Source: an optimization exercise on an open RTL-to-GDS flow (aim: small area and a short achievable clock period). Production flows keep margins and buffers that such runs may drop. In this exercise RTL edits were held to simulation tests only and were not proved equivalent to the original. Power figures rest on the tool's default switching activity, not on a simulated workload.

===== design.v =====
module spi_ram_burst #(
    parameter int MEM_DEPTH  = 256,
    parameter int ADDR_SIZE  = 8,
    parameter int DATA_WIDTH = 8,
    parameter bit AUTO_INC   = 1'b1
) (
    input  logic                  clk,
    input  logic                  rst_n,
    input  logic [DATA_WIDTH+1:0] din,
    input  logic                  rx_valid,
    input  logic                  tx_ready,
    output logic [DATA_WIDTH-1:0] dout,
    output logic                  tx_valid,
    output logic                  busy,
    output logic                  cmd_drop
);
    typedef enum logic [1:0] {
        OP_WADDR = 2'b00,
        OP_WDATA = 2'b01,
        OP_RADDR = 2'b10,
        OP_READ  = 2'b11
    } opcode_e;
    typedef enum logic {
        IDLE,
        READ
    } state_e;
    localparam logic [ADDR_SIZE-1:0] LAST_ADDR = ADDR_SIZE'(MEM_DEPTH - 1);
    logic [DATA_WIDTH-1:0] mem [MEM_DEPTH];
    state_e                state;
    logic [ADDR_SIZE-1:0]  write_address;
    logic [ADDR_SIZE-1:0]  read_address;
    logic [DATA_WIDTH-1:0] remaining;
    logic [DATA_WIDTH-1:0] dout_q;
    logic                  tx_valid_q;
    logic                  busy_q;
    logic                  cmd_drop_q;
    opcode_e               opcode;
    logic [DATA_WIDTH-1:0] payload;
    logic [ADDR_SIZE-1:0]  cmd_addr;
    logic                  mem_we;
    assign opcode   = opcode_e'(din[DATA_WIDTH+1:DATA_WIDTH]);
    assign payload  = din[DATA_WIDTH-1:0];
    assign cmd_addr = payload[ADDR_SIZE-1:0];
    assign mem_we   = (state == IDLE) && rx_valid && (opcode == OP_WDATA);
    function automatic logic [ADDR_SIZE-1:0] next_addr(input logic [ADDR_SIZE-1:0] a);
        next_addr = (a == LAST_ADDR) ? '0 : a + 1'b1;
    endfunction
    always_ff @(posedge clk) begin
        if (mem_we) begin
            mem[write_address] <= payload;
        end
    end
    always_ff @(posedge clk or negedge rst_n) begin
        if (!rst_n) begin
            state         <= IDLE;
            write_address <= '0;
            read_address  <= '0;
            remaining     <= '0;
            dout_q        <= '0;
            tx_valid_q    <= 1'b0;
            busy_q        <= 1'b0;
            cmd_drop_q    <= 1'b0;
        end else begin
            cmd_drop_q <= 1'b0;
            case (state)
                IDLE: begin
                    if (rx_valid) begin
                        case (opcode)
                            OP_WADDR: write_address <= cmd_addr;
                            OP_WDATA: begin
                                if (AUTO_INC) begin
                                    write_address <= next_addr(write_address);
                                end
                            end
                            OP_RADDR: read_address <= cmd_addr;
                            OP_READ: begin
                                dout_q       <= mem[read_address];
                                tx_valid_q   <= 1'b1;
                                read_address <= next_addr(read_address);
                                remaining    <= payload;
                                busy_q       <= 1'b1;
                                state        <= READ;
                            end
                        endcase
                    end
                end
                READ: begin
                    if (rx_valid) begin
                        cmd_drop_q <= 1'b1;
                    end
                    if (tx_ready) begin
                        if (remaining == '0) begin
                            tx_valid_q <= 1'b0;
                            busy_q     <= 1'b0;
                            state      <= IDLE;
                        end else begin
                            dout_q       <= mem[read_address];
                            read_address <= next_addr(read_address);
                            remaining    <= remaining - 1'b1;
                        end
                    end
                end
            endcase
        end
    end
    assign dout     = dout_q;
    assign tx_valid = tx_valid_q;
    assign busy     = busy_q;
    assign cmd_drop = cmd_drop_q;
endmodule

===== run.sh =====
#!/bin/bash
# synth_recipe.tcl (not shown) runs the flow's synth.tcl, then flattens the netlist and writes it again
# the make line also repeats each setting of config.mk as NAME=value (left out here)
make -C /OpenROAD-flow-scripts/flow DESIGN_CONFIG=/design/flow/config.mk WORK_HOME=/design/flow/orfs CLKGATE_MAP_FILE= SYNTH_SCRIPT=/design/flow/synth_recipe.tcl finish

===== config.mk =====
export PLATFORM = sky130hd
export DESIGN_NAME = spi_ram_burst
export DESIGN_NICKNAME = spi_ram_burst
export VERILOG_FILES = /design/flow/design.v
export SDC_FILE = /design/flow/constraint.sdc
export NUM_CORES = 4
export LEC_CHECK = 0
export CAP_MARGIN = 20
export CORE_MARGIN = 2
export CORE_UTILIZATION = 40
export SLEW_MARGIN = 20

===== constraint.sdc =====
create_clock -name core_clock -period 4.0 [get_ports {clk}]
set_input_delay 0.8000 -clock core_clock [delete_from_list [all_inputs] [get_ports {clk}]]
set_output_delay 0.8000 -clock core_clock [all_outputs]
set_load 0.01 [all_outputs]

==> flow_metrics.tcl, run 1 <==
set metrics [dict create \
    status "complete, no violations" \
    wl_um 217000 \
    yosys_warnings 1 \
    cp.arrival_ps 4500 \
    leakagePower_nw 30.1 \
    grt_max_degree 103 \
    worstMarginPinSlew_ps 1040 \
    slew_headroom_pct 30.7 \
    critical_path.top_delay_family "compound AO/OA/AOI/OAI gates" \
    syn_to_final_growth_pct 16.0 \
    ys_ff_latch 2083 \
    synth_adder_area_share_pct 0.0919 \
    ys_seq_area_share_pct 76.4 \
    rsz0062_at_grt "false" \
    hold_viol 0 \
    holdWs_ps 237 \
    min_path_type "input pin to flip-flop" \
    track_usage_pct 20.6 \
    post-route-period-util_pct 93.8 \
    htree_levels 4 \
    initial_core_util_pct 40.3 \
    ios 25 \
    async_flop_share_pct 1.68 \
    synth_edf_count 2048 \
    synth_compound_area_share_pct 2.86 \
    fp-row-count 165 \
    worstSetupStartpointType "flip-flop" \
    die_area_um2 208000 \
    most-common-layout-cells "edfxtp_1 (2,048), mux4_2 (495), buf_4 (418)" \
    slowest_delay_ps 840 \
    cts_root_buf "clkbuf_16" \
    ys_types 60 \
    die_x_um 456 \
    dp_cells 6862 \
    cts_buffer_depth 3 \
    fin_crit_ps 3750 \
    timing_worst_setup_path_type "flip-flop to flip-flop" \
    drtIter0Drc 5479 \
    drc 0 \
    avgSynthCellArea_um2 20.7 \
    clock_sinks 2083 \
    power_density_nw_per_um2 646 \
    rrSetupSlack_ps 250 \
    cp_max_fo 21 \
    syn_area_um2 81700 \
    slew_violations 0 \
    antenna_found_initial 4 \
    min_from "din[6]" \
    yosys_most_used_dff "edfxtp_1" \
    fmax_ghz 0.266 \
    firstDrtPassIters 5 \
    yosys.area_share.simple_pct 3.22 \
    startpoint "read_address[0]" \
    cts_tree "done" \
    setup_violations 0 \
    cts.clk_slew.worst_paths_ps 70 \
    synth_nets 3966 \
    worstPathCellList "buf_12 -> buf_12 -> mux4_2 -> a22o_1 -> a2111oi_0 -> buf_4 -> nor4_1 -> and4_1 -> a21oi_1 -> a21oi_1" \
    gp_congestion 0.925 \
    fin_cells 7250 \
    worstSkewPairLatency_ps 870 \
    cap_violations 0 \
    crit_slowest_cell "a2111oi_0" \
    crit_required_ps 4750 \
    port_buffers 24 \
    tns_ps 0 \
    cts_buffers 207 \
    synth_mux_area_share_pct 15.7 \
    end_kind "flip-flop" \
    cts_setup_buffers 0 \
    die_y_um 456 \
    vias 42013 \
    hpwl_um 138000 \
    n_fill_cell 16630 \
    synthXorXnorAreaFrac_pct 0 \
    grt.overflow.total 0 \
    post_drt_via_cell_ratio 5.79 \
    fin_worst_skew_ps 72.3 \
    worst-path-buf-inv 3 \
    utilization_pct 46.8 \
    peakVddDrop_mv 0.470 \
    wl_per_cell_um 29.9 \
    core_um2 203000 \
    drive_gt1_share_pct 28.8 \
    grt_pass1_vias 41814 \
    grt_pass1_wl_um 309000 \
    fin_nets 4420 \
    r2r_start "read_address[0]" \
    ant_nets 0 \
    final_common_cell "edfxtp_1" \
    postSynthCellCount 3946 \
    synth_top_family_by_area "multiplexers" \
]
==> layer usage <==
| metal | part of all wire [%] | global-route usage (%) |
|---|---|---|
| met5 | 0 | 0 |
| met4 | 3.3 | 6.88 |
| met3 | 8.1 | 3.63 |
| met2 | 47 | 32.1 |
| met1 | 42 | 29.5 |
==> stage by stage <==
stage                     worst slack [ps]  cell area (um^2)  power, mW
final                                  248             94700       61.2
after global routing                   220             94700       63.1
after CTS                              337             94700       61.5
after detailed placement             -86.2             88000       42.4
after global placement                -142             88000       42.3
after floorplan                       1030             81700       35.8
==> logic make-up (layout without fill, tap and decap cells) <==
kind of cell    Yosys count  count (layout)
fa+ha+maj                 6               6
mux                     658             658
buf+inv                 255             884
other cells               0               3
simple gates            598             598
flops                  2083            2083
compound gates          346             346
==> worst paths after layout <==
kind	to	cells past startpoint
setup / recovery	dout_q[2]	10
hold / removal	mem[48][6]	1
setup reg to reg	dout_q[2]	10
hold reg to reg	remaining[0]	2
max in group asynchronous	read_address[1]	3
min in group asynchronous	cmd_drop_q	2
==> report_power, final <==
group          total, mW  switching [mW]  internal [mW]
registers           24.7           0.599           24.1
logic               17.2            9.91           7.33
clock network       19.2            8.36           10.9
==> final cells by class <==
cell class / count / area (um^2) / share of cell area, %
antenna: 3 / 7.51 / 0.00792
clock buffer: 243 / 5370 / 5.66
clock inverter: 141 / 1370 / 1.45
inverter: 14 / 57.6 / 0.0607
multi-input combinational: 1608 / 17900 / 18.9
sequential: 2083 / 62400 / 65.9
tap: 2672 / 3340 / 3.53
timing repair buffer: 486 / 4280 / 4.52
==> Yosys cell counts (13+ instances only) <==
library cell  number  area (um^2)
mux2_2            19          214
mux4_2           495        11100
mux2i_1          139         1390
a22o_1            16          140
a211oi_1          19          143
buf_2             63          315
nor2b_1           19          119
o21ai_0           55          275
buf_1             15         56.3
inv_1             13         48.8
o221ai_1          33          289
buf_6             39          439
a2111oi_0         14          123
clkbuf_1          99          372
o22ai_1           51          319
a22oi_1           27          203
nor3_1            18         90.1
dfrtp_1           35          876
a21o_1            14          105
nor2_1           313         1170
nand3_1           77          385
buf_4             23          173
edfxtp_1        2048        61500
a21oi_1           68          340
nand2_1           98          368
nor4_1            16          100
==> worst register-to-register path: cells and delay by family (launching register included) <==
family	cells	cell delay, ps
flops	1	670
buf+inv	3	780
simple gates	2	300
mux	1	540
compound gates	4	1370
==> flip-flops by register name, summed over array words and instances (netlist names) <==
register,flops
remaining,8
dout_q,8
read_address,8
write_address,8
cmd_drop_q,1
tx_valid_q,1
mem,2048
state,1
==> what timing repair did <==
item	CTS	global route
gates resized for setup	0	0
hold endpoints to repair	12	0
hold buffers	1	0
==> run 2, diff against run 1 <==
==> design.v (replaced) <==
module spi_ram_burst #(
    parameter int MEM_DEPTH  = 256,
    parameter int ADDR_SIZE  = 8,
    parameter int DATA_WIDTH = 8,
    parameter bit AUTO_INC   = 1'b1
) (
    input  logic                  clk,
    input  logic                  rst_n,
    input  logic [DATA_WIDTH+1:0] din,
    input  logic                  rx_valid,
    input  logic                  tx_ready,
    output logic [DATA_WIDTH-1:0] dout,
    output logic                  tx_valid,
    output logic                  busy,
    output logic                  cmd_drop
);
    logic [1:0] opcode;
    logic [7:0] payload;
    assign opcode  = din[9:8];
    assign payload = din[7:0];
    logic       rd_mode;       
    logic       drop_q;
    logic [7:0] remaining;
    logic       rem_zero;      
    logic [7:0] write_address;
    logic [15:0] ra_lo, ra_hi;   
    logic [7:0] dout_q;
    logic cmd_waddr, cmd_wdata, cmd_raddr, cmd_read, hs_more, ra_inc;
    assign cmd_waddr = !rd_mode && rx_valid && (opcode == 2'b00);
    assign cmd_wdata = !rd_mode && rx_valid && (opcode == 2'b01);
    assign cmd_raddr = !rd_mode && rx_valid && (opcode == 2'b10);
    assign cmd_read  = !rd_mode && rx_valid && (opcode == 2'b11);
    assign hs_more   = rd_mode && tx_ready && !rem_zero;
    assign ra_inc    = cmd_read || hs_more;
    function automatic logic [15:0] dec4(input logic [3:0] a);
        dec4 = 16'd1 << a;
    endfunction
    logic [15:0] pw_lo, pw_hi;    
    logic [7:0]  pw_data;
    logic        pw_en;
    always_ff @(posedge clk) begin
        pw_lo   <= dec4(write_address[3:0]);
        pw_hi   <= cmd_wdata ? dec4(write_address[7:4]) : 16'd0;
        pw_en   <= cmd_wdata;
        pw_data <= payload;
    end
    logic [7:0] mem [256];
    for (genvar w = 0; w < 256; w++) begin : g_word
        always_ff @(posedge clk) begin
            if (pw_hi[w / 16] && pw_lo[w % 16]) mem[w] <= pw_data;
        end
    end
    logic [7:0] grp [16];
    for (genvar i = 0; i < 16; i++) begin : g_grp
        always_comb begin
            grp[i] = '0;
            for (int j = 0; j < 16; j++)
                grp[i] = grp[i] | (mem[16 * i + j] & {8{ra_lo[j]}});
        end
    end
    logic [7:0] rd_arr;
    always_comb begin
        rd_arr = '0;
        for (int i = 0; i < 16; i++)
            rd_arr = rd_arr | (grp[i] & {8{ra_hi[i]}});
    end
    logic bypass;
    assign bypass = pw_en && |(pw_lo & ra_lo) && |(pw_hi & ra_hi);
    logic [7:0] rd_word;
    assign rd_word = bypass ? pw_data : rd_arr;
    always_ff @(posedge clk) begin
        if (!rd_mode || tx_ready) dout_q <= rd_word;
    end
    always_ff @(posedge clk or negedge rst_n) begin
        if (!rst_n) begin
            rd_mode       <= 1'b0;
            drop_q        <= 1'b0;
            remaining     <= '0;
            rem_zero      <= 1'b1;
            write_address <= '0;
            ra_lo         <= 16'd1;
            ra_hi         <= 16'd1;
        end else begin
            drop_q <= rd_mode && rx_valid;
            if (cmd_read) rd_mode <= 1'b1;
            else if (rd_mode && tx_ready && rem_zero) rd_mode <= 1'b0;
            if (cmd_read) begin
                remaining <= payload;
                rem_zero  <= (payload == 8'd0);
            end else if (hs_more) begin
                remaining <= remaining - 1'b1;
                rem_zero  <= (remaining == 8'd1);
            end
            if (cmd_waddr) write_address <= payload;
            else if (cmd_wdata) write_address <= write_address + 1'b1;
            if (cmd_raddr) begin
                ra_lo <= dec4(payload[3:0]);
                ra_hi <= dec4(payload[7:4]);
            end else if (ra_inc) begin
                ra_lo <= {ra_lo[14:0], ra_lo[15]};
                if (ra_lo[15]) ra_hi <= {ra_hi[14:0], ra_hi[15]};
            end
        end
    end
    assign dout     = dout_q;
    assign tx_valid = rd_mode;
    assign busy     = rd_mode;
    assign cmd_drop = drop_q;
endmodule
==> run 2 against run 1 <==
Effect of this change: cell area decreased by 5.6%; first-iteration DRC count increased by 11%; final cell count down 0.92%; die area decreased by 3.0%; fmax is 1.7% higher; routed wire length is 4.3% higher; power shrank 9.5%; critical endpoint is now dout_q[2]; largest power group unchanged; highest routed layer is now met5.
==> flow_metrics.tcl, run 2 <==
set metrics [dict create \
    drtIter0Drc 6072 \
    initial_core_util_pct 40.2 \
    leakagePower_nw 28.2 \
    fin_worst_skew_ps 61.7 \
    worstPathCellList "buf_4 -> a22o_1 -> a221oi_1 -> nand4_1 -> a22oi_1 -> and4_1 -> a41oi_1" \
    cts_resized 0 \
    ys_seq_area_share_pct 80.6 \
    yosys_most_used_dff "edfxtp_1" \
    synth_area_leaders "edfxtp_1 (78%), a22o_1 (5.9%), a221oi_1 (5.8%)" \
    most-common-layout-cells "edfxtp_1 (2,056), a22o_1 (536), a221oi_1 (527)" \
    timing_worst_setup_path_type "flip-flop to flip-flop" \
    cts_buffers 210 \
    internal_power_mw 38.7 \
    yosys_warnings 3 \
    vias 44036 \
    final_common_cell "edfxtp_1" \
    end_kind "flip-flop" \
    synth_edf_count 2056 \
    min_path_type "flip-flop to flip-flop" \
    ctsHoldBuffers 1 \
    die_x_um 449 \
    drc 0 \
    ant_nets 0 \
    htree_levels 4 \
    cts_tree "done" \
    die_area_um2 202000 \
    regMostFlops "mem" \
    netlist.area_leader.share_pct 77.9 \
    cap_violations 0 \
    worstMarginPinSlew_ps 1070 \
    postSynthCellCount 4259 \
    port_buffers 24 \
    power_density_nw_per_um2 619 \
    p_sw_share_pct 30.2 \
    hpwl_um 136000 \
    synthTopCellsByCount "edfxtp_1 (2,056), a22o_1 (536), a221oi_1 (527)" \
    slowest_delay_ps 820 \
    cp.arrival_ps 4250 \
    rsz0062_at_grt "false" \
    drive_gt1_share_pct 11.2 \
    cts_setup_buffers 0 \
    gp_congestion 0.869 \
    grt_pass1_vias 42456 \
    grt.overflow.total 0 \
    largest_reg_flops 2048 \
    fin_nets 4371 \
    slew_headroom_pct 28.9 \
    synth.most_common_cell "edfxtp_1" \
    post_drt_via_cell_ratio 6.13 \
    antenna_found_initial 19 \
    cts_root_buf "clkbuf_16" \
    cp_max_fo 46 \
    fmax_ghz 0.271 \
    ys_ff_latch 2148 \
    fp-row-count 163 \
    crit_required_ps 4560 \
    worstSkewPairLatency_ps 860 \
    core_um2 197000 \
    tns_ps 0 \
    cts_buffer_depth 3 \
    wl_per_cell_um 31.4 \
    peakVddDrop_mv 0.505 \
    seq_power_share_pct 49.1 \
    crit_slowest_cell "dfrtp_4" \
    synth_top_area_cell "edfxtp_1" \
    hold_viol 0 \
    critical_path.top_delay_family "compound AO/OA/AOI/OAI gates" \
    ys_types 44 \
    clockPowerShare_pct 34.2 \
    synth_nets 4281 \
    worst-path-buf-inv 1 \
    setup_violations 0 \
    ios 25 \
    post-route-period-util_pct 92.2 \
    track_usage_pct 21.9 \
    async_flop_share_pct 2.37 \
    utilization_pct 45.4 \
    die_y_um 449 \
    fin_crit_ps 3690 \
    slew_violations 0 \
    syn_to_final_growth_pct 12.9 \
    grt_pass1_wl_um 319000 \
    clock_sinks 2148 \
    cts.clk_slew.worst_paths_ps 60 \
    status "complete, no violations" \
    comb_power_share_pct 16.8 \
    avgSynthCellArea_um2 18.6 \
    syn_area_um2 79200 \
    p_sw_mw 16.7 \
    grt_max_degree 119 \
    wl_um 226000 \
    firstDrtPassIters 6 \
    worstSetupStartpointType "flip-flop" \
]
## run 2: changes by cell type after synthesis, moves of 60 or more
| cell | change |
|---|---|
| a221oi_1 | +519 |
| a22o_1 | +520 |
| and2_1 | +266 |
| mux2i_1 | -128 |
| mux4_2 | -495 |
| nand2_1 | -69 |
| nand3_1 | -60 |
| nand4_1 | +124 |
| nor2_1 | -270 |
## run 2: worst paths after layout
| kind | from | end | slack [ps] | depth (start not counted) |
|---|---|---|---|---|
| hold / removal | rem_zero | rem_zero | 490 | 2 |
| setup / recovery | ra_lo[1] | dout_q[2] | 310 | 7 |
| setup reg to reg | ra_lo[1] | dout_q[2] | 310 | 7 |
| hold reg to reg | rem_zero | rem_zero | 490 | 2 |
| max in group asynchronous | rst_n | ra_lo[4] | 2550 | 3 |
| min in group asynchronous | rst_n | ra_lo[5] | 570 | 2 |
## run 2: cell families (layout without fill, tap and decap cells)
logic type	count (synthesis)	in the layout	synth area share (%)
buffers and inverters	321	583	1.95
muxes	11	11	0.139
DFF	2148	2148	80.6
adders and majority gates	8	8	0.126
xor gates and xnor gates	1	1	0.0111
other	0	22	0
AOI/OAI and AO/OA	1207	1207	13.0
and+or+nand+nor	563	563	4.22
## run 2: power groups by stage
stage                     Sequential (mW)  Clock (mW)  Combinational (mW)
after floorplan                      25.8           0                6.01
after global placement               27.6           0                9.18
after detailed placement             27.6           0                9.20
after CTS                            27.1        19.1                9.24
after global routing                 27.2        20.0                9.71
final                                27.2        18.9                9.29
## run 2: per-stage QoR
stage	worst slack, ps	total power, mW	area (um^2)	cells	hold WS, ps
finish	312	55.4	89500	7183	492
global route	328	56.8	89400	7162	523
CTS	398	55.4	89400	7161	498
detailed placement	430	36.8	82900	6776	492
global placement	493	36.8	82900	6776	487
floorplan	1510	31.8	79200	4259	466
## run 2: metal layers
metal / share of wire (%) / GRT usage (%) / up-vias
met5: 0.0058 / 0 / -
met4: 3.2 / 7.54 / 2
met3: 9.4 / 4.59 / 343
met2: 47 / 34.2 / 2282
met1: 40 / 30.4 / 23107
li1: - / - / 18302
## run 2: cell type report
| class | count | area [um^2] |
|---|---|---|
| Sequential cell | 2148 | 64000 |
| Tap cell | 2640 | 3300 |
| Clock inverter | 113 | 935 |
| Multi-Input combinational cell | 1790 | 13800 |
| Antenna cell | 22 | 55.1 |
| Fill cell | 16767 | 108000 |
| Clock buffer | 271 | 5590 |
| Timing Repair Buffer | 191 | 1750 |
| Inverter | 8 | 30.0 |
## run 2: worst min-delay path: cells and delay by family (launching register included)
| kind | cells | cell delay (ps) |
|---|---|---|
| flip-flops | 1 | 380 |
| AND/OR/NAND/NOR | 2 | 110 |
==> run 3, diff against run 2 <==
--- a/config.mk
+++ b/config.mk
@@ -5,7 +5,9 @@
 export SDC_FILE = /design/flow/constraint.sdc
 export NUM_CORES = 4
 export LEC_CHECK = 0
+export ABC_CLOCK_PERIOD_IN_PS = 2000
 export CAP_MARGIN = 20
 export CORE_MARGIN = 2
 export CORE_UTILIZATION = 40
+export SETUP_SLACK_MARGIN = 1.5
 export SLEW_MARGIN = 20
==> run 3 against run 2 <==
Effect of this change: still clean; count of clock-buffer cells in the layout is the same; global-route usage up 1.7 points; critical path depth rose by 2; largest cell class unchanged.
==> flow_metrics.tcl, run 3 <==
set metrics [dict create \
    status "complete, no violations" \
    worstSetupStartpointType "flip-flop" \
    drive_gt1_share_pct 19.9 \
    wl_per_cell_um 33.8 \
    crit_slowest_cell "dfstp_4" \
    regMostFlops "mem" \
    cts.clk_slew.worst_paths_ps 60 \
    synthTopCellsByCount "edfxtp_1 (2,056), a22o_1 (536), a221oi_1 (527)" \
    die_x_um 449 \
    min_path_cells 2 \
    worst-path-buf-inv 3 \
    grt_pass1_vias 43596 \
    cts_tree "done" \
    most-common-layout-cells "edfxtp_1 (2,056), a22o_1 (530), a221oi_1 (288)" \
    ys_ff_latch 2148 \
    grt_max_degree 119 \
    cap_violations 0 \
    min_from "rem_zero" \
    crit_required_ps 4610 \
    async_flop_share_pct 2.37 \
    synth_area_leaders "edfxtp_1 (78%), a22o_1 (5.9%), a221oi_1 (5.8%)" \
    grt_pass1_wl_um 338000 \
    hold_viol 0 \
    cp.arrival_ps 3490 \
    fin_crit_ps 2880 \
    core_um2 197000 \
    initial_core_util_pct 40.2 \
    post-route-period-util_pct 72.1 \
    worstPathCellList "buf_8 -> buf_12 -> a22o_1 -> a221oi_2 -> nand4_1 -> a22o_1 -> a221oi_2 -> buf_4 -> a41oi_2" \
    critical_path.top_delay_family "compound AO/OA/AOI/OAI gates" \
    slew_headroom_pct 28.0 \
    port_buffers 24 \
    post_drt_via_cell_ratio 6.29 \
    drc 0 \
    die_area_um2 202000 \
    multi_input_area_um2 15800 \
    drtIter0Drc 6963 \
    gp_congestion 0.869 \
    hpwl_um 136000 \
    syn_area_um2 79200 \
    worstSkewPairLatency_ps 880 \
    synth_edf_count 2056 \
    slowest_delay_ps 500 \
    fin_nets 4493 \
    final_common_cell "edfxtp_1" \
    synth_nets 4281 \
    postSynthCellCount 4259 \
    min_path_type "flip-flop to flip-flop" \
    hold_end "rem_zero" \
    rrSetupSlack_ps 1120 \
    n_fill_cell 16299 \
    cts_buffer_depth 3 \
    clock_sinks 2148 \
    slew_violations 0 \
    leakagePower_nw 29.7 \
    total_power_mw 59.7 \
    fp-row-count 163 \
    ff2ff_path_depth 9 \
    cp_max_fo 6 \
    yosys_most_used_dff "edfxtp_1" \
    fin_worst_skew_ps 60.3 \
    ys_types 44 \
    synth_top_area_cell "edfxtp_1" \
    power_density_nw_per_um2 639 \
    grt.overflow.total 0 \
    worstMarginPinSlew_ps 1080 \
    largest_reg_flops 2048 \
    timing_worst_setup_path_type "flip-flop to flip-flop" \
    htree_levels 4 \
    vias 45901 \
    tns_ps 0 \
    wl_um 247000 \
    setup_violations 0 \
    synth.most_common_cell "edfxtp_1" \
    peakVddDrop_mv 0.515 \
    firstDrtPassIters 6 \
    die_y_um 449 \
    syn_to_final_growth_pct 17.9 \
    ios 25 \
    netlist.area_leader.share_pct 77.9 \
    r2r_start "ra_lo[0]" \
    antenna_found_initial 21 \
    fmax_ghz 0.347 \
    ys_seq_area_share_pct 80.6 \
    cts_root_buf "clkbuf_16" \
    reg2reg_to "dout_q[7]" \
    track_usage_pct 23.5 \
    ant_nets 0 \
    yosys_warnings 3 \
    end_kind "flip-flop" \
    ff_latch_area_um2 64000 \
    avgSynthCellArea_um2 18.6 \
    cts_buffers 210 \
    rsz0062_at_grt "true" \
]
-- run 3: cell counts after synthesis --
No cell type changed its count.
-- run 3: how the worst max path moves through the flow --
stage / endpoint / startpoint / cells past startpoint / slack (ps)
floorplan: mem[0][0] / pw_data[0] / 0 / 1510
global placement: dout_q[2] / ra_lo[1] / 7 / 490
detailed placement: dout_q[2] / ra_lo[1] / 7 / 430
CTS: dout_q[7] / ra_lo[0] / 9 / 1220
global route: dout_q[7] / ra_lo[6] / 9 / 1100
finish: dout_q[7] / ra_lo[0] / 9 / 1120
-- run 3: layer usage --
metal	track usage, %	routed length (um)
met2	36.3	115000
met5	0	27
met4	9.87	9870
met1	32.1	95200
met3	5.53	26900
-- run 3: layout make-up --
| class | instances | share of cell area (%) |
|---|---|---|
| Tap cell | 2640 | 3.54 |
| Multi-Input combinational cell | 1790 | 16.9 |
| Clock inverter | 113 | 1.00 |
| Clock buffer | 271 | 5.98 |
| Sequential cell | 2148 | 68.4 |
| Antenna cell | 19 | 0.0509 |
| Timing Repair Buffer | 313 | 4.07 |
| Inverter | 8 | 0.0321 |
-- run 3: power breakdown --
group          switching, mW  internal, mW
combinational           9.40          5.14
sequential              1.25          25.0
clock                   8.38          10.6
-- run 3: repair_timing --
action / CTS / global route
hold buffers: 1 / 0
cloned: 5 / 6
setup endpoints to repair: 26 / 25
pin swaps: 77 / 60
buffers inserted: 93 / 18
gates resized for setup: 301 / 126
endpoints found under the hold margin: 18 / 0
-- run 3: cells by family (layout without fill, tap and decap cells) --
logic type      Yosys count  in the layout  share of synthesized area, %
flops                  2148           2148                          80.6
compound gates         1207           1207                          13.0
simple gates            563            563                          4.22
buf+inv                 321            705                          1.95
mux                      11             11                         0.139
fa+ha+maj                 8              8                         0.126
xor+xnor                  1              1                        0.0111
other cells               0             19                             0
-- run 3: worst register-to-register path, stage by stage (launching register included) --
cell      delay (ps)
dfstp_4          500
buf_8            150
buf_12           140
a22o_1           240
a221oi_2         270
nand4_1          470
a22o_1           360
a221oi_2         190
buf_4            200
a41oi_2          110
-- run 3: per-stage QoR --
step	cell area (um^2)	instances	hold slack, ps	util [%]	setup WS [ps]
6_report	93400	7302	496	47.4	1120
2_1_floorplan	79200	4259	466	-	1510
5_1_grt	93400	7288	523	47.4	1100
3_3_place_gp	82900	6776	487	42.1	493
4_1_cts	92300	7259	498	46.9	1220
3_5_place_dp	82900	6776	492	42.1	430
==> run 4, diff against run 3 <==
--- a/design.v
+++ b/design.v
@@ -20,6 +20,7 @@
     assign payload = din[7:0];
     logic       rd_mode;       
     logic       drop_q;
+    logic       txv_q, busy_q;   
     logic [7:0] remaining;
     logic       rem_zero;      
     logic [7:0] write_address;
@@ -68,12 +69,16 @@
     assign bypass = pw_en && |(pw_lo & ra_lo) && |(pw_hi & ra_hi);
     logic [7:0] rd_word;
     assign rd_word = bypass ? pw_data : rd_arr;
+    logic dout_ld;
+    assign dout_ld = !rd_mode || tx_ready;
     always_ff @(posedge clk) begin
-        if (!rd_mode || tx_ready) dout_q <= rd_word;
+        dout_q <= (rd_word & {8{dout_ld}}) | (dout_q & {8{!dout_ld}});
     end
     always_ff @(posedge clk or negedge rst_n) begin
         if (!rst_n) begin
             rd_mode       <= 1'b0;
+            txv_q         <= 1'b0;
+            busy_q        <= 1'b0;
             drop_q        <= 1'b0;
             remaining     <= '0;
             rem_zero      <= 1'b1;
@@ -84,6 +89,10 @@
             drop_q <= rd_mode && rx_valid;
             if (cmd_read) rd_mode <= 1'b1;
             else if (rd_mode && tx_ready && rem_zero) rd_mode <= 1'b0;
+            if (cmd_read) txv_q <= 1'b1;
+            else if (txv_q && tx_ready && rem_zero) txv_q <= 1'b0;
+            if (cmd_read) busy_q <= 1'b1;
+            else if (busy_q && tx_ready && rem_zero) busy_q <= 1'b0;
             if (cmd_read) begin
                 remaining <= payload;
                 rem_zero  <= (payload == 8'd0);
@@ -103,7 +112,7 @@
         end
     end
     assign dout     = dout_q;
-    assign tx_valid = rd_mode;
-    assign busy     = rd_mode;
+    assign tx_valid = txv_q;
+    assign busy     = busy_q;
     assign cmd_drop = drop_q;
 endmodule
==> config.mk (replaced) <==
export PLATFORM = sky130hd
export DESIGN_NAME = spi_ram_burst
export DESIGN_NICKNAME = spi_ram_burst
export VERILOG_FILES = /design/flow/design.v
export SDC_FILE = /design/flow/constraint.sdc
export NUM_CORES = 4
export LEC_CHECK = 0
export CAP_MARGIN = 20
export CORE_MARGIN = 2
export CORE_UTILIZATION = 65
export PLACE_DENSITY = 0.75
export SETUP_SLACK_MARGIN = 1.8
export SLEW_MARGIN = 20
==> run 4 against run 3 <==
Effect of this change: final cell count down 14%; routed wire length down 3.5%; sequential cell count up 2; combinational power about the same; die area down 38%; via count up 3.9%; cell area down 2.5%.
==> flow_metrics.tcl, run 4 <==
set metrics [dict create \
    cts_root_buf "clkbuf_16" \
    yosys_warnings 3 \
    tns_ps 0 \
    post-route-period-util_pct 75.5 \
    clock_sinks 2150 \
    utilization_pct 75.0 \
    comb_power_share_pct 24.8 \
    fmax_ghz 0.331 \
    firstDrtPassIters 7 \
    ant_nets 0 \
    dp_cells 5728 \
    htree_levels 4 \
    fin_cells 6255 \
    async_flop_share_pct 2.47 \
    hold_viol 0 \
    netlist.area_leader.share_pct 77.7 \
    worstMarginPinSlew_ps 1160 \
    end_kind "flip-flop" \
    gp_congestion 0.907 \
    worstSetupStartpointType "flip-flop" \
    ys_types 45 \
    cp_max_fo 20 \
    largest_reg_flops 2048 \
    ff2ff_path_depth 7 \
    p_sw_share_pct 32.5 \
    synth_area_leaders "edfxtp_1 (78%), a22o_1 (5.9%), a221oi_1 (5.7%)" \
    power_density_nw_per_um2 654 \
    worstSkewPairLatency_ps 840 \
    grt_max_degree 131 \
    core_um2 122000 \
    cts_buffers 199 \
    final_common_cell "edfxtp_1" \
    grt_pass1_vias 44902 \
    grt_pass1_wl_um 331000 \
    holdWs_ps 105 \
    ys_seq_area_share_pct 80.4 \
    final_area_um2 91100 \
    post-place-ws_ps 206 \
    most-common-layout-cells "edfxtp_1 (2,056), a22o_1 (524), a221oi_1 (361)" \
    avgSynthCellArea_um2 18.6 \
    regMostFlops "mem" \
    fin_worst_skew_ps 45.0 \
    n_fill_cell 6367 \
    rsz0062_at_grt "true" \
    slew_violations 0 \
    timing_worst_setup_path_type "flip-flop to flip-flop" \
    antenna_found_initial 22 \
    track_usage_pct 37.5 \
    fin_crit_ps 3020 \
    cts_tree "done" \
    grt.overflow.total 0 \
    peakVddDrop_mv 0.569 \
    status "complete, no violations" \
    synth_nets 4293 \
    synth.most_common_cell "edfxtp_1" \
    p_sw_mw 19.4 \
    min_path_type "input pin to asynchronous set/reset pin" \
    syn_area_um2 79500 \
    drc 0 \
    leakagePower_nw 29.3 \
    setup_violations 0 \
    drtIter0Drc 8609 \
    seq_power_share_pct 44.2 \
    syn_to_final_growth_pct 14.6 \
    placed_cell_area_um2 81500 \
    r2r_start "ra_lo[0]" \
    cap_violations 0 \
    total_power_mw 59.6 \
    wl_um 238000 \
    clockPowerShare_pct 31.0 \
    port_buffers 24 \
    postSynthCellCount 4271 \
    yosys_most_used_dff "edfxtp_1" \
    slew_headroom_pct 22.8 \
    wl_per_cell_um 38.1 \
    vias 47703 \
    cts.clk_slew.worst_paths_ps 60 \
    synth_edf_count 2056 \
    ys_ff_latch 2150 \
    startpoint "ra_lo[0]" \
    crit_required_ps 4550 \
    synth_top_area_cell "edfxtp_1" \
    die_x_um 354 \
    ios 25 \
    cp.arrival_ps 3570 \
    initial_core_util_pct 65.4 \
    die_area_um2 125000 \
    synthTopCellsByCount "edfxtp_1 (2,056), a22o_1 (536), a221oi_1 (514)" \
    cts_buffer_depth 3 \
    fp-row-count 128 \
    ctsHoldBuffers 0 \
    rrSetupSlack_ps 980 \
    finalWorstSetupSlack_ps 979 \
    fin_nets 4429 \
    die_y_um 354 \
    post_drt_via_cell_ratio 7.63 \
    drive_gt1_share_pct 17.1 \
    hpwl_um 122000 \
    internal_power_mw 40.2 \
]
## run 4: cell types whose count changed in the layout (fill, tap and decap cells not counted), sizes merged, moves of 4 or more
cell | previous run | this run
nor2 | 43 | 55
diode | 19 | 52
buf | 285 | 226
nand3 | 18 | 14
o21ai | 32 | 36
or4 | 4 | 0
nand2 | 29 | 38
nor3 | 19 | 15
clkbuf | 280 | 263
## run 4: how the worst min path moves through the flow
| stage | to | slack (ps) | cells after the start |
|---|---|---|---|
| floorplan | busy_q | 500 | 0 |
| global placement | remaining[6] | 540 | 2 |
| detailed placement | remaining[6] | 550 | 2 |
| CTS | drop_q | 90 | 1 |
| global route | drop_q | 150 | 1 |
| finish | drop_q | 110 | 1 |
## run 4: per-layer routing
layer  vias up  global-route usage [%]  wire length (um)
met4        12                    19.3             14600
met5         -                       0               121
li1      18501                       -                 -
met3       868                    12.0             37500
met2      4568                    55.5            107000
met1     23754                    50.6             78800
## run 4: cell families (layout without fill, tap and decap cells)
group / Yosys count / in the layout / share of synthesized area, %
other: 0 / 52 / 0
AOI/OAI and AO/OA: 1207 / 1207 / 13.0
adders and majority gates: 8 / 8 / 0.126
xor gates and xnor gates: 1 / 1 / 0.0110
muxes: 10 / 10 / 0.126
DFF: 2150 / 2150 / 80.4
buffers and inverters: 320 / 627 / 2.08
and+or+nand+nor: 575 / 575 / 4.23
## run 4: repair_timing
item,4_1_cts,5_1_grt
buffers inserted,71,15
gates cloned,13,3
gates resized for setup,293,56
pin swaps,78,43
endpoints found under the setup margin,28,33
## run 4: power by group through the flow
stage | combinational (mW) | clock [mW] | sequential [mW]
floorplan | 6.54 | 0 | 25.8
global placement | 9.29 | 0 | 27.5
detailed placement | 9.42 | 0 | 27.5
CTS | 13.5 | 18.3 | 26.3
global route | 14.8 | 19.3 | 26.3
finish | 14.8 | 18.5 | 26.3
## run 4: layout make-up
class                           instances  area, um^2  area share, %
Clock inverter                        112         960           1.05
Inverter                                8        30.0         0.0330
Sequential cell                      2150       64000           70.2
Clock buffer                          260        5290           5.81
Tap cell                             1625        2030           2.23
Multi-Input combinational cell       1801       15400           16.9
Timing Repair Buffer                  247        3240           3.56
Antenna cell                           52         130          0.143
## run 4: critical path, stage by stage (launching register included)
cell,delay [ps]
dfstp_4,610
buf_16,220
a22o_1,250
a221oi_2,280
nand4_1,230
a22oi_2,550
and4_4,420
a41oi_2,130
==> run 5, diff against run 4 <==
--- a/config.mk
+++ b/config.mk
@@ -8,6 +8,8 @@
 export CAP_MARGIN = 20
 export CORE_MARGIN = 2
 export CORE_UTILIZATION = 65
+export CTS_BUF_LIST = sky130_fd_sc_hd__clkbuf_8
+export CTS_CLUSTER_SIZE = 30
 export PLACE_DENSITY = 0.75
 export SETUP_SLACK_MARGIN = 1.8
 export SLEW_MARGIN = 20
==> run 5 against run 4 <==
Effect of this change: setup slack improved by 28 ps; sequential power about the same; die area unchanged; utilization increased by 0.11 points; hold slack improved by 370 ps; highest routed layer unchanged; register-to-register slack improved by 30 ps; power decreased by 2.4%; critical path depth increased by 1; global-route usage increased by 0.058 points.
==> flow_metrics.tcl, run 5 <==
set metrics [dict create \
    status "complete, no violations" \
    grt_pass1_wl_um 331000 \
    syn_to_final_growth_pct 14.8 \
    final_common_cell "edfxtp_1" \
    post-place-ws_ps 206 \
    fin_worst_skew_ps 78.4 \
    postSynthCellCount 4271 \
    antenna_found_initial 27 \
    cp.arrival_ps 3710 \
    post_drt_via_cell_ratio 7.44 \
    cp_max_fo 12 \
    ant_nets 0 \
    synth_adder_area_share_pct 0.126 \
    min_path_type "input pin to asynchronous set/reset pin" \
    synthTopCellsByCount "edfxtp_1 (2,056), a22o_1 (536), a221oi_1 (514)" \
    clockPowerShare_pct 28.4 \
    most-common-layout-cells "edfxtp_1 (2,056), a22o_1 (526), clkbuf_8 (349)" \
    tns_ps 0 \
    fin_nets 4575 \
    grt.overflow.total 0 \
    placed_cell_area_um2 81500 \
    power_density_nw_per_um2 637 \
    comb_power_share_pct 26.3 \
    fin_crit_ps 2990 \
    cap_violations 0 \
    synth_nets 4293 \
    final_area_um2 91300 \
    rrSetupSlack_ps 1010 \
    synth_area_leaders "edfxtp_1 (78%), a22o_1 (5.9%), a221oi_1 (5.7%)" \
    finalWorstSetupSlack_ps 1010 \
    crit_required_ps 4710 \
    rsz0062_at_grt "true" \
    regMostFlops "mem" \
    synth_edf_count 2056 \
    fmax_ghz 0.334 \
    slew_headroom_pct 24.7 \
    initial_core_util_pct 65.4 \
    total_power_mw 58.1 \
    die_area_um2 125000 \
    die_y_um 354 \
    peakVddDrop_mv 0.467 \
    ys_seq_area_share_pct 80.4 \
    slew_violations 0 \
    wl_um 237000 \
    fp-row-count 128 \
    largest_reg_flops 2048 \
    synth_compound_area_share_pct 13.0 \
    leakagePower_nw 29.9 \
    drtIter0Drc 8530 \
    worstMarginPinSlew_ps 1130 \
    clock_sinks 2150 \
    ys_ff_latch 2150 \
    p_sw_mw 19.4 \
    setup_violations 0 \
    core_um2 122000 \
    gp_congestion 0.907 \
    worstPathCellList "buf_12 -> buf_12 -> a22o_1 -> a221oi_1 -> nand4_1 -> a22o_4 -> a221oi_4 -> a41oi_2" \
    syn_area_um2 79500 \
    ys_types 45 \
    utilization_pct 75.1 \
    timing_worst_setup_path_type "flip-flop to flip-flop" \
    p_sw_share_pct 33.4 \
    yosys_most_used_dff "edfxtp_1" \
    cts_tree "done" \
    drc 0 \
    cp_common_cell "buf_12" \
    synth_mux_area_share_pct 0.126 \
    drive_gt1_share_pct 19.6 \
    hold_viol 0 \
    avgSynthCellArea_um2 18.6 \
    seq_power_share_pct 45.3 \
    r2r_start "ra_lo[12]" \
    track_usage_pct 37.5 \
    hpwl_um 122000 \
    async_flop_share_pct 2.47 \
    end_kind "flip-flop" \
    internal_power_mw 38.7 \
    cts_buffer_depth 4 \
    grt_pass1_vias 45874 \
    ios 25 \
    post-route-period-util_pct 74.8 \
    dp_cells 5728 \
    cts_buffers 336 \
    crit_slowest_cell "dfrtp_4" \
    wl_per_cell_um 36.7 \
    cts_root_buf "clkbuf_8" \
    cts.clk_slew.worst_paths_ps 70 \
    htree_levels 5 \
    yosys_warnings 3 \
    ff2ff_path_depth 8 \
    slowest_delay_ps 530 \
    netlist.area_leader.share_pct 77.7 \
    firstDrtPassIters 9 \
    port_buffers 24 \
    synth_top_family_by_area "compound AO/OA/AOI/OAI gates" \
    die_x_um 354 \
    synth_top_area_cell "edfxtp_1" \
    worstSkewPairLatency_ps 1040 \
    vias 48049 \
    holdWs_ps 476 \
    yosys.area_share.simple_pct 4.23 \
    worstSetupStartpointType "flip-flop" \
    synth.most_common_cell "edfxtp_1" \
    grt_max_degree 131 \
    synthXorXnorAreaFrac_pct 0.0110 \
    fin_cells 6454 \
]
-- run 5: cell counts after synthesis --
No cell type changed its count.
-- run 5: how the worst max path moves through the flow --
stage	from	end	slack [ps]	cells after the start
after floorplan	ra_lo[0]	flip-flop	2040	8
after global placement	ra_lo[4]	flip-flop	290	7
after detailed placement	ra_lo[4]	flip-flop	210	7
after CTS	ra_lo[0]	flip-flop	1250	8
after global routing	ra_lo[12]	flip-flop	1050	8
final	ra_lo[12]	flip-flop	1010	8
-- run 5: power by group through the flow --
| stage | combinational, mW | clock (mW) | sequential (mW) |
|---|---|---|---|
| after CTS | 14.2 | 16.4 | 26.2 |
| after global routing | 15.3 | 17.4 | 26.3 |
| after global placement | 9.29 | 0 | 27.5 |
| final | 15.3 | 16.5 | 26.3 |
| after floorplan | 6.54 | 0 | 25.8 |
| after detailed placement | 9.42 | 0 | 27.5 |
-- run 5: critical path: cells and delay by family (launching register included) --
family                 cells  cell delay, ps
AOI/OAI and AO/OA          5            1520
buffers and inverters      2             360
DFF                        1             530
and+or+nand+nor            1             260
-- run 5: per-layer routing --
layer	wire [um]	share of wire [%]	global-route usage, %
met4	12700	5.4	19.1
met5	155	0.065	0.302
met2	107000	45	55.1
met3	38400	16	12.0
met1	78300	33	51.3
-- run 5: kinds of logic (layout without fill, tap and decap cells) --
| family | count (synthesis) | after routing |
|---|---|---|
| DFF | 2150 | 2150 |
| AOI/OAI and AO/OA | 1207 | 1207 |
| and+or+nand+nor | 575 | 575 |
| buffers and inverters | 320 | 828 |
| muxes | 10 | 10 |
| adders and majority gates | 8 | 8 |
| xor gates and xnor gates | 1 | 1 |
| other | 0 | 50 |
-- run 5: area by class of cell --
type / count / area (um^2)
clock buffer: 349 / 4800
sequential: 2150 / 64000
tap: 1625 / 2030
timing repair buffer: 256 / 3570
antenna: 50 / 125
multi-input combinational: 1801 / 15700
inverter: 8 / 30.0
clock inverter: 215 / 967
fill: 6317 / 30300
-- run 5: repair_timing --
item,in CTS,in global routing
resized for setup,349,59
pin swaps,95,46
endpoints found under the hold margin,35,0
cloned,20,3
endpoints found under the setup margin,27,27
hold buffers,1,0
setup buffers,79,8
==> run 6, diff against run 5 <==
--- a/design.v
+++ b/design.v
@@ -14,18 +14,20 @@
     output logic                  busy,
     output logic                  cmd_drop
 );
+    localparam int NCP = 4;   
     logic [1:0] opcode;
     logic [7:0] payload;
     assign opcode  = din[9:8];
     assign payload = din[7:0];
-    logic       rd_mode;       
-    logic       drop_q;
-    logic       txv_q, busy_q;   
-    logic [7:0] remaining;
-    logic       rem_zero;      
-    logic [7:0] write_address;
-    logic [15:0] ra_lo, ra_hi;   
-    logic [7:0] dout_q;
+    logic        rd_mode;          
+    logic        txv_q, busy_q;    
+    logic        drop_q;
+    logic [7:0]  remaining;
+    logic        rem_zero;         
+    logic [7:0]  write_address;
+    logic [15:0] ra_lo [NCP];      
+    logic [15:0] ra_hi;            
+    logic [7:0]  dout_q;
     logic cmd_waddr, cmd_wdata, cmd_raddr, cmd_read, hs_more, ra_inc;
     assign cmd_waddr = !rd_mode && rx_valid && (opcode == 2'b00);
     assign cmd_wdata = !rd_mode && rx_valid && (opcode == 2'b01);
@@ -56,7 +58,7 @@
         always_comb begin
             grp[i] = '0;
             for (int j = 0; j < 16; j++)
-                grp[i] = grp[i] | (mem[16 * i + j] & {8{ra_lo[j]}});
+                grp[i] = grp[i] | (mem[16 * i + j] & {8{ra_lo[i / (16 / NCP)][j]}});
         end
     end
     logic [7:0] rd_arr;
@@ -66,13 +68,14 @@
             rd_arr = rd_arr | (grp[i] & {8{ra_hi[i]}});
     end
     logic bypass;
-    assign bypass = pw_en && |(pw_lo & ra_lo) && |(pw_hi & ra_hi);
+    assign bypass = pw_en && |(pw_lo & ra_lo[0]) && |(pw_hi & ra_hi);
     logic [7:0] rd_word;
     assign rd_word = bypass ? pw_data : rd_arr;
-    logic dout_ld;
-    assign dout_ld = !rd_mode || tx_ready;
+    logic dout_ld, dout_hold;
+    assign dout_ld   = !rd_mode || tx_ready;
+    assign dout_hold = busy_q && !tx_ready;
     always_ff @(posedge clk) begin
-        dout_q <= (rd_word & {8{dout_ld}}) | (dout_q & {8{!dout_ld}});
+        dout_q <= (rd_word & {8{dout_ld}}) | (dout_q & {8{dout_hold}});
     end
     always_ff @(posedge clk or negedge rst_n) begin
         if (!rst_n) begin
@@ -83,7 +86,6 @@
             remaining     <= '0;
             rem_zero      <= 1'b1;
             write_address <= '0;
-            ra_lo         <= 16'd1;
             ra_hi         <= 16'd1;
         end else begin
             drop_q <= rd_mode && rx_valid;
@@ -102,13 +104,15 @@
             end
             if (cmd_waddr) write_address <= payload;
             else if (cmd_wdata) write_address <= write_address + 1'b1;
-            if (cmd_raddr) begin
-                ra_lo <= dec4(payload[3:0]);
-                ra_hi <= dec4(payload[7:4]);
-            end else if (ra_inc) begin
-                ra_lo <= {ra_lo[14:0], ra_lo[15]};
-                if (ra_lo[15]) ra_hi <= {ra_hi[14:0], ra_hi[15]};
-            end
+            if (cmd_raddr) ra_hi <= dec4(payload[7:4]);
+            else if (ra_inc && ra_lo[0][15]) ra_hi <= {ra_hi[14:0], ra_hi[15]};
+        end
+    end
+    for (genvar c = 0; c < NCP; c++) begin : g_ralo
+        always_ff @(posedge clk or negedge rst_n) begin
+            if (!rst_n) ra_lo[c] <= 16'd1;
+            else if (cmd_raddr) ra_lo[c] <= dec4(payload[3:0]);
+            else if (ra_inc) ra_lo[c] <= {ra_lo[c][14:0], ra_lo[c][15]};
         end
     end
     assign dout     = dout_q;
--- a/config.mk
+++ b/config.mk
@@ -7,9 +7,6 @@
 export LEC_CHECK = 0
 export CAP_MARGIN = 20
 export CORE_MARGIN = 2
-export CORE_UTILIZATION = 65
-export CTS_BUF_LIST = sky130_fd_sc_hd__clkbuf_8
-export CTS_CLUSTER_SIZE = 30
-export PLACE_DENSITY = 0.75
+export CORE_UTILIZATION = 40
 export SETUP_SLACK_MARGIN = 1.8
 export SLEW_MARGIN = 20
==> run 6 against run 5 <==
Effect of this change: routed wire length rose by 5.4%; final cell count is 17% higher; register-to-register slack improved by 40 ps; synthesized area increased by 2.5%; count of clock-buffer cells in the layout shrank 67; largest cell class unchanged.
==> flow_metrics.tcl, run 6 <==
set metrics [dict create \
    status "complete, no violations" \
    cp.arrival_ps 3710 \
    ys_seq_area_share_pct 79.8 \
    fin_worst_skew_ps 54.6 \
    ant_nets 0 \
    crit_slowest_cell "nand4_1" \
    cts_root_buf "clkbuf_16" \
    synth_nets 4573 \
    clockPowerShare_pct 33.7 \
    synth_top_area_cell "edfxtp_1" \
    multi_input_area_um2 15500 \
    end_kind "flip-flop" \
    wl_um 250000 \
    maxUsedRoutingLayer "met4" \
    async_flop_share_pct 4.60 \
    fin_cells 7566 \
    leakagePower_nw 30.1 \
    placed_cell_area_um2 84700 \
    most-common-layout-cells "edfxtp_1 (2,048), a22o_1 (502), a221oi_1 (402)" \
    yosys.area_share.simple_pct 4.75 \
    synth_mux_area_share_pct 0.0369 \
    n_fill_cell 16965 \
    cts_buffers 216 \
    p_sw_share_pct 30.9 \
    grt.overflow.total 0 \
    internal_power_mw 40.9 \
    cap_violations 0 \
    fp-row-count 165 \
    hold_viol 0 \
    drive_gt1_share_pct 16.0 \
    cts_buffer_depth 3 \
    die_area_um2 207000 \
    fin_nets 4706 \
    tns_ps 0 \
    cts.clk_slew.worst_paths_ps 60 \
    largest_reg_flops 2048 \
    post-place-ws_ps 373 \
    htree_levels 4 \
    syn_to_final_growth_pct 15.1 \
    hpwl_um 149000 \
    reg.largest.list "mem (2048), ra_lo (64)" \
    clock_sinks 2198 \
    ctsHoldBuffers 0 \
    ff_latch_area_um2 65200 \
    gp_congestion 0.934 \
    worst-path-buf-inv 1 \
    drtIter0Drc 6603 \
    synth.most_common_cell "edfxtp_1" \
    final_common_cell "edfxtp_1" \
    worstSkewPairLatency_ps 880 \
    synth_edf_count 2048 \
    netlist.area_leader.share_pct 75.5 \
    core_um2 202000 \
    seq_power_share_pct 47.0 \
    power_density_nw_per_um2 631 \
    cp_max_fo 2 \
    vias 47237 \
    avgSynthCellArea_um2 17.9 \
    ys_types 54 \
    fin_crit_ps 2950 \
    holdWs_ps 39.9 \
    slowest_delay_ps 580 \
    yosys_warnings 4 \
    regMostFlops "mem" \
    route.met3.wl_um 25700 \
    peakVddDrop_mv 0.568 \
    p_sw_mw 18.3 \
    ys_ff_latch 2198 \
    initial_core_util_pct 40.3 \
    drc 0 \
    min_path_type "input pin to asynchronous set/reset pin" \
    synth_top_family_by_area "compound AO/OA/AOI/OAI gates" \
    grt_pass1_wl_um 348000 \
    synthXorXnorAreaFrac_pct 0.0108 \
    firstDrtPassIters 8 \
    synthTopCellsByCount "edfxtp_1 (2,048), a22o_1 (507), a221oi_1 (488)" \
    worstMarginPinSlew_ps 1090 \
    post-route-period-util_pct 73.9 \
    port_buffers 24 \
    grt_pass1_vias 45453 \
    grt_max_degree 177 \
    synth_adder_area_share_pct 0.123 \
    dp_cells 7063 \
    worstSetupStartpointType "flip-flop" \
    synth_area_leaders "edfxtp_1 (75%), a22o_1 (5.5%), a221oi_1 (5.2%)" \
    synth_compound_area_share_pct 12.9 \
    final_area_um2 93800 \
    die_x_um 455 \
    drt-met1-wl_um 97000 \
    syn_area_um2 81500 \
    track_usage_pct 23.7 \
    worstPathCellList "buf_12 -> a22o_1 -> a221oi_2 -> nand4_1 -> a21oi_4 -> nand4b_1 -> o32a_1" \
    post_drt_via_cell_ratio 6.24 \
    wl_per_cell_um 33.0 \
    crit_required_ps 4760 \
    slew_headroom_pct 27.0 \
    setup_violations 0 \
    timing_worst_setup_path_type "flip-flop to flip-flop" \
    fmax_ghz 0.338 \
    postSynthCellCount 4551 \
    die_y_um 455 \
    finalWorstSetupSlack_ps 1050 \
    antenna_found_initial 19 \
    rsz0062_at_grt "true" \
    ios 25 \
    comb_power_share_pct 19.3 \
    critical_path.top_delay_family "compound AO/OA/AOI/OAI gates" \
    slew_violations 0 \
    met2WireLength_um 116000 \
    cts_tree "done" \
    yosys_most_used_dff "edfxtp_1" \
]
run 6: changes by cell type after synthesis, sizes merged, moves of 26 or more:
cell    delta
nand2     +96
a21oi     +61
a22oi     +59
clkbuf    +58
dfrtp     +45
a221oi    -42
nor2      +40
a22o      -29
buf       -26
run 6: layout make-up:
| cell class | count | area share (%) |
|---|---|---|
| clock inverter | 119 | 1.21 |
| antenna | 27 | 0.0721 |
| inverter | 17 | 0.0681 |
| sequential | 2198 | 69.6 |
| tap | 2672 | 3.57 |
| timing repair buffer | 257 | 2.77 |
| multi-input combinational | 1994 | 16.6 |
| clock buffer | 282 | 6.18 |
run 6: what timing repair did:
action,4_1_cts,5_1_grt
pin swaps,50,39
cloned,2,2
resized for setup,273,68
setup buffers,47,24
setup endpoints to repair,99,79
run 6: worst reg2reg max path, cell delays in order (launching register included):
cell      delay [ps]
dfrtp_4          540
buf_12           160
a22o_1           180
a221oi_2         250
nand4_1          580
a21oi_4          440
nand4b_1         300
o32a_1           380
run 6: path summary, 6_finish.rpt:
kind / startpoint / endpoint / slack, ps / cells after the start
setup / recovery: ra_lo[3][15] / dout_q[5] / 1050 / 7
hold / removal: rst_n / ra_lo[1][10] / 40 / 1
setup reg to reg: ra_lo[3][15] / dout_q[5] / 1050 / 7
hold reg to reg: remaining[7] / rem_zero / 440 / 1
max in group asynchronous: rst_n / ra_lo[0][0] / 3050 / 2
min in group core_clock: remaining[7] / rem_zero / 440 / 1
run 6: kinds of logic after synthesis:
kind of cell | count (synthesis)
fa+ha+maj | 8
simple gates | 707
buf+inv | 361
compound gates | 1273
xor+xnor | 1
flops | 2198
mux | 3
run 6: power by group through the flow:
| stage | sequential (mW) | clock [mW] | combinational, mW |
|---|---|---|---|
| 6_report | 27.8 | 19.9 | 11.4 |
| 5_1_grt | 27.8 | 21.0 | 11.8 |
| 4_1_cts | 27.8 | 20.1 | 10.6 |
| 3_5_place_dp | 28.6 | 0 | 9.07 |
| 3_3_place_gp | 28.6 | 0 | 9.07 |
| 2_1_floorplan | 26.5 | 0 | 6.36 |
run 6: per-stage QoR:
| step | power, mW | util (%) |
|---|---|---|
| 2_1_floorplan | 32.8 | - |
| 3_3_place_gp | 37.6 | 41.9 |
| 3_5_place_dp | 37.7 | 41.9 |
| 4_1_cts | 58.6 | 46.0 |
| 5_1_grt | 60.6 | 46.3 |
| 6_report | 59.2 | 46.3 |
run 6: routing by layer:
metal	up-vias	global-route usage, %
met1	24630	32.4
met2	2782	36.4
li1	19326	-
met5	-	0
met3	499	4.92
met4	0	10.7
==> run 7, diff against run 6 <==
--- a/config.mk
+++ b/config.mk
@@ -7,6 +7,7 @@
 export LEC_CHECK = 0
 export CAP_MARGIN = 20
 export CORE_MARGIN = 2
-export CORE_UTILIZATION = 40
+export CORE_UTILIZATION = 50
+export PLACE_DENSITY = 0.65
 export SETUP_SLACK_MARGIN = 1.8
 export SLEW_MARGIN = 20
==> run 7 against run 6 <==
Effect of this change: sequential power about the same; first-iteration DRC count increased by 10%; count of clock-buffer cells in the layout increased by 2; clock skew decreased by 13 ps; combinational power decreased by 4%; critical path type unchanged; largest cell class unchanged.
==> flow_metrics.tcl, run 7 <==
set metrics [dict create \
    status "complete, no violations" \
    initial_core_util_pct 50.2 \
    most-common-layout-cells "edfxtp_1 (2,048), a22o_1 (506), a221oi_1 (423)" \
    clockPowerShare_pct 33.8 \
    cts.clk_slew.worst_paths_ps 70 \
    post_drt_via_cell_ratio 6.73 \
    worstMarginPinSlew_ps 1320 \
    grt_pass1_vias 45071 \
    ys_ff_latch 2198 \
    slew_violations 0 \
    ios 25 \
    peakVddDrop_mv 0.413 \
    reg.largest.list "mem (2048), ra_lo (64)" \
    synthTopCellsByCount "edfxtp_1 (2,048), a22o_1 (507), a221oi_1 (488)" \
    internal_power_mw 40.7 \
    fmax_ghz 0.318 \
    worstSetupStartpointType "flip-flop" \
    yosys_most_used_dff "edfxtp_1" \
    grt_pass1_wl_um 339000 \
    synth.most_common_cell "edfxtp_1" \
    firstDrtPassIters 8 \
    drc 0 \
    fin_crit_ps 3150 \
    synth_edf_count 2048 \
    rrSetupSlack_ps 850 \
    postSynthCellCount 4551 \
    htree_levels 4 \
    largest_reg_flops 2048 \
    yosys_warnings 4 \
    hpwl_um 145000 \
    fin_nets 4692 \
    post-route-period-util_pct 78.7 \
    slew_headroom_pct 11.9 \
    synth_nets 4573 \
    timing_worst_setup_path_type "flip-flop to flip-flop" \
    async_flop_share_pct 4.60 \
    cap_violations 0 \
    die_y_um 408 \
    holdWs_ps 463 \
    antenna_found_initial 22 \
    grt.overflow.total 0 \
    final_common_cell "edfxtp_1" \
    ys_seq_area_share_pct 79.8 \
    fin_worst_skew_ps 41.1 \
    fp-row-count 148 \
    regMostFlops "mem" \
    clock_sinks 2198 \
    ant_nets 0 \
    drive_gt1_share_pct 15.1 \
    leakagePower_nw 30.0 \
    port_buffers 24 \
    cts_tree "done" \
    gp_congestion 0.926 \
    synth_top_area_cell "edfxtp_1" \
    crit_required_ps 4680 \
    grt_max_degree 115 \
    cp.arrival_ps 3830 \
    ys_types 54 \
    avgSynthCellArea_um2 17.9 \
    syn_to_final_growth_pct 13.7 \
    vias 47463 \
    comb_power_share_pct 18.7 \
    cp_max_fo 4 \
    min_path_type "flip-flop to flip-flop" \
    p_sw_share_pct 30.3 \
    cts_buffers 213 \
    core_um2 162000 \
    cts_buffer_depth 3 \
    rsz0062_at_grt "true" \
    die_area_um2 166000 \
    track_usage_pct 28.4 \
    worstSkewPairLatency_ps 860 \
    syn_area_um2 81500 \
    wl_per_cell_um 34.1 \
    hold_viol 0 \
    die_x_um 408 \
    drtIter0Drc 7276 \
    tns_ps 0 \
    p_sw_mw 17.6 \
    synth_area_leaders "edfxtp_1 (75%), a22o_1 (5.5%), a221oi_1 (5.2%)" \
    setup_violations 0 \
    power_density_nw_per_um2 630 \
    end_kind "flip-flop" \
    seq_power_share_pct 47.5 \
    wl_um 241000 \
    cts_root_buf "clkbuf_16" \
    netlist.area_leader.share_pct 75.5 \
]
==> run 7: final timing paths <==
path,from,to,cells after the start
worst max-delay path,ra_lo[2][0],dout_q[0],6
worst min-delay path,remaining[7],rem_zero,1
worst max register to register,ra_lo[2][0],dout_q[0],6
worst min register to register,remaining[7],rem_zero,1
max in group asynchronous,rst_n,ra_lo[1][0],3
min in group asynchronous,rst_n,txv_q,2
==> run 7: what timing repair did <==
item | in CTS | in global routing
buffers inserted | 31 | 17
hold buffers | 1 | 0
gates resized for setup | 202 | 86
pin swaps | 23 | 38
endpoints found under the setup margin | 99 | 82
endpoints found under the hold margin | 4 | 0
gates cloned | 3 | 1
==> run 7: critical path, stage by stage, from the launching register on <==
cell and delay [ps]:
dfstp_4 500, buf_12 140, a22o_1 210, a221oi_2 260, nand4_1 400, a222oi_1 1240
a32oi_1 220
==> run 7: power groups by stage <==
stage / registers, mW / logic [mW] / clock network (mW)
6_report: 27.7 / 10.9 / 19.7
5_1_grt: 27.7 / 11.3 / 20.7
4_1_cts: 27.6 / 10.2 / 19.8
3_5_place_dp: 28.2 / 9.40 / 0
3_3_place_gp: 28.2 / 9.37 / 0
2_1_floorplan: 26.5 / 6.36 / 0
==> run 7: metal layers <==
layer	wire length, um	global-route usage [%]
met3	28500	6.22
met1	91400	40.2
met5	45	0
met2	111000	43.1
met4	9280	11.3
==> run 7: per-stage QoR <==
stage / instances / worst slack (ps) / total power [mW] / area (um^2) / util (%)
2_1_floorplan: 4551 / 2010 / 32.8 / 81500 / -
3_3_place_gp: 6575 / 395 / 37.6 / 84100 / 51.9
3_5_place_dp: 6576 / 376 / 37.6 / 84200 / 51.9
4_1_cts: 7006 / 994 / 57.6 / 91900 / 56.7
5_1_grt: 7027 / 970 / 59.6 / 92600 / 57.1
6_report: 7054 / 851 / 58.3 / 92600 / 57.1
==> run 7: cell families (layout without fill, tap and decap cells) <==
family | Yosys count | after routing | synth area share, %
DFF | 2198 | 2198 | 79.8
AOI/OAI and AO/OA | 1273 | 1273 | 12.9
other | 0 | 29 | 0
adders and majority gates | 8 | 8 | 0.123
buffers and inverters | 361 | 658 | 2.33
muxes | 3 | 3 | 0.0369
xor gates and xnor gates | 1 | 1 | 0.0108
and+or+nand+nor | 707 | 709 | 4.75
==> run 7: area by class of cell <==
cell class	instances	area (um^2)
clock inverter	111	1010
clock buffer	284	5810
multi-input combinational	1994	15400
timing repair buffer	246	2390
tap	2175	2720
inverter	17	63.8
antenna	29	72.6
sequential	2198	65200
fill	12103	69600
==> run 8, diff against run 7 <==
--- a/config.mk
+++ b/config.mk
@@ -5,9 +5,11 @@
 export SDC_FILE = /design/flow/constraint.sdc
 export NUM_CORES = 4
 export LEC_CHECK = 0
-export CAP_MARGIN = 20
+export CAP_MARGIN = 5
 export CORE_MARGIN = 2
 export CORE_UTILIZATION = 50
+export CTS_CLUSTER_DIAMETER = 75
+export CTS_CLUSTER_SIZE = 24
 export PLACE_DENSITY = 0.65
-export SETUP_SLACK_MARGIN = 1.8
-export SLEW_MARGIN = 20
+export SETUP_SLACK_MARGIN = 1.5
+export SLEW_MARGIN = 5
==> run 8 against run 7 <==
Effect of this change: clock power down 32%; highest routed layer unchanged; first-iteration DRC count grew 13%; still clean; routed wire length is 1.4% lower; critical path type unchanged; synthesized cell count unchanged.
==> flow_metrics.tcl, run 8 <==
set metrics [dict create \
    port_buffers 24 \
    slew_violations 0 \
    final_area_um2 90200 \
    drtIter0Drc 8219 \
    syn_to_final_growth_pct 10.8 \
    ys_seq_area_share_pct 79.8 \
    cts_tree "done" \
    most-common-layout-cells "edfxtp_1 (2,048), a22o_1 (504), a221oi_1 (378)" \
    post_drt_via_cell_ratio 6.78 \
    ant_nets 0 \
    ys_types 54 \
    rrSetupSlack_ps 1130 \
    postSynthCellCount 4551 \
    core_um2 162000 \
    fmax_ghz 0.349 \
    cp.arrival_ps 3500 \
    die_y_um 408 \
    htree_levels 3 \
    end_kind "flip-flop" \
    wl_per_cell_um 34.3 \
    cts.clk_slew.worst_paths_ps 100 \
    hold_viol 0 \
    worstMarginPinSlew_ps 1240 \
    die_x_um 408 \
    fin_worst_skew_ps 52.9 \
    utilization_pct 55.6 \
    synth_area_leaders "edfxtp_1 (75%), a22o_1 (5.5%), a221oi_1 (5.2%)" \
    firstDrtPassIters 8 \
    grt_pass1_vias 43837 \
    yosys_warnings 4 \
    grt_pass1_wl_um 333000 \
    fin_crit_ps 2870 \
    cts_root_buf "clkbuf_16" \
    post-route-period-util_pct 71.6 \
    leakagePower_nw 28.8 \
    drive_gt1_share_pct 14.8 \
    cts_buffer_depth 3 \
    final_common_cell "edfxtp_1" \
    crit_required_ps 4640 \
    drc 0 \
    setup_violations 0 \
    wl_um 237000 \
    startpoint "ra_lo[1][7]" \
    hpwl_um 145000 \
    syn_area_um2 81500 \
    placed_cell_area_um2 84200 \
    synth.most_common_cell "edfxtp_1" \
    peakVddDrop_mv 0.429 \
    power_density_nw_per_um2 583 \
    status "complete, no violations" \
    reg.largest.list "mem (2048), ra_lo (64)" \
    yosys_most_used_dff "edfxtp_1" \
    rsz0062_at_grt "true" \
    clock_sinks 2198 \
    regMostFlops "mem" \
    timing_worst_setup_path_type "flip-flop to flip-flop" \
    track_usage_pct 27.8 \
    min_path_type "input pin to asynchronous set/reset pin" \
    gp_congestion 0.947 \
    tns_ps 0 \
    synth_top_area_cell "edfxtp_1" \
    reg2reg_to "dout_q[0]" \
    synth_nets 4573 \
    avgSynthCellArea_um2 17.9 \
    worstSetupStartpointType "flip-flop" \
    async_flop_share_pct 4.60 \
    synthTopCellsByCount "edfxtp_1 (2,048), a22o_1 (507), a221oi_1 (488)" \
    cp_max_fo 17 \
    synth_edf_count 2048 \
    largest_reg_flops 2048 \
    ios 25 \
    fin_nets 4654 \
    cap_violations 0 \
    setup.worst_path.end "dout_q[0]" \
    initial_core_util_pct 50.2 \
    fp-row-count 148 \
    grt_max_degree 114 \
    antenna_found_initial 25 \
    r2r_start "ra_lo[1][7]" \
    worstSkewPairLatency_ps 800 \
    vias 46936 \
    grt.overflow.total 0 \
    ctsHoldBuffers 0 \
    slew_headroom_pct 17.0 \
    cts_buffers 112 \
    netlist.area_leader.share_pct 75.5 \
    ys_ff_latch 2198 \
    ff2ff_path_depth 6 \
    die_area_um2 166000 \
]
-- run 8: power by group --
part / switching, mW / internal [mW]
Sequential: 1.95 / 25.7
Combinational: 7.44 / 4.21
Clock: 7.38 / 5.88
Total: 16.8 / 35.8
-- run 8: worst min path at each step --
stage / startpoint / end / slack [ps] / cells past startpoint
floorplan: remaining[7] / rem_zero / 410 / 1
global placement: remaining[7] / rem_zero / 440 / 1
detailed placement: remaining[7] / rem_zero / 420 / 1
CTS: rst_n / drop_q / 110 / 1
global route: rst_n / drop_q / 160 / 1
finish: rst_n / drop_q / 100 / 1
-- run 8: kinds of logic (layout without fill, tap and decap cells) --
kind of cell	Yosys count	in the layout	synth area share, %
flip-flops	2198	2198	79.8
AO/OA/AOI/OAI	1273	1273	12.9
AND/OR/NAND/NOR	707	707	4.75
buffers and inverters	361	523	2.33
adder cells (fa/ha/maj)	8	8	0.123
multiplexers	3	3	0.0369
XOR/XNOR	1	1	0.0108
other	0	36	0
-- run 8: timing repair --
action / CTS / global route
buffers inserted: 56 / 51
resized for setup: 229 / 84
pin swaps: 65 / 62
cloned: 2 / 1
setup endpoints to repair: 21 / 28
-- run 8: per-stage QoR --
stage          hold slack (ps)  total power [mW]  std cells  setup WS (ps)
2_1_floorplan              406              32.9       4551           1510
4_1_cts                    110              51.5       6836           1230
5_1_grt                    161              53.8       6891           1150
6_report                   102              52.6       6924           1130
3_5_place_dp               424              37.5       6583            329
3_3_place_gp               435              37.4       6582            388
-- run 8: per-layer routing --
metal  global-route usage (%)  share of wire [%]  wire length [um]
met1                     40.2                 39             92400
met2                     41.8                 45            108000
met3                     5.80                 12             27600
met4                     10.6                3.9              9300
met5                        0             0.0072                17
-- run 8: worst max-delay path, cell delays in order (launching register included) --
cell and delay, ps:
dfrtp_4 600, buf_6 230, a22o_1 240, a221oi_1 340
nand4_1 290, a222oi_1 800, a32oi_1 190
-- run 8: final cells by class --
cell class / count / area [um^2]
Multi-Input combinational cell: 1992 / 15500
Fill cell: 12394 / 72000
Clock inverter: 46 / 554
Sequential cell: 2198 / 65200
Tap cell: 2175 / 2720
Antenna cell: 36 / 90.1
Clock buffer: 149 / 3040
Timing Repair Buffer: 311 / 3020
Inverter: 17 / 63.8

Re-timed with assumed drivers on the ports (clkbuf_16 on the clock, buf_2 on other inputs), run 8 has 1.134 ns of setup slack against 1.134 ns with ideal ports, and 0.728 ns once port delays also move by the mid clock arrival of 0.859 ns.
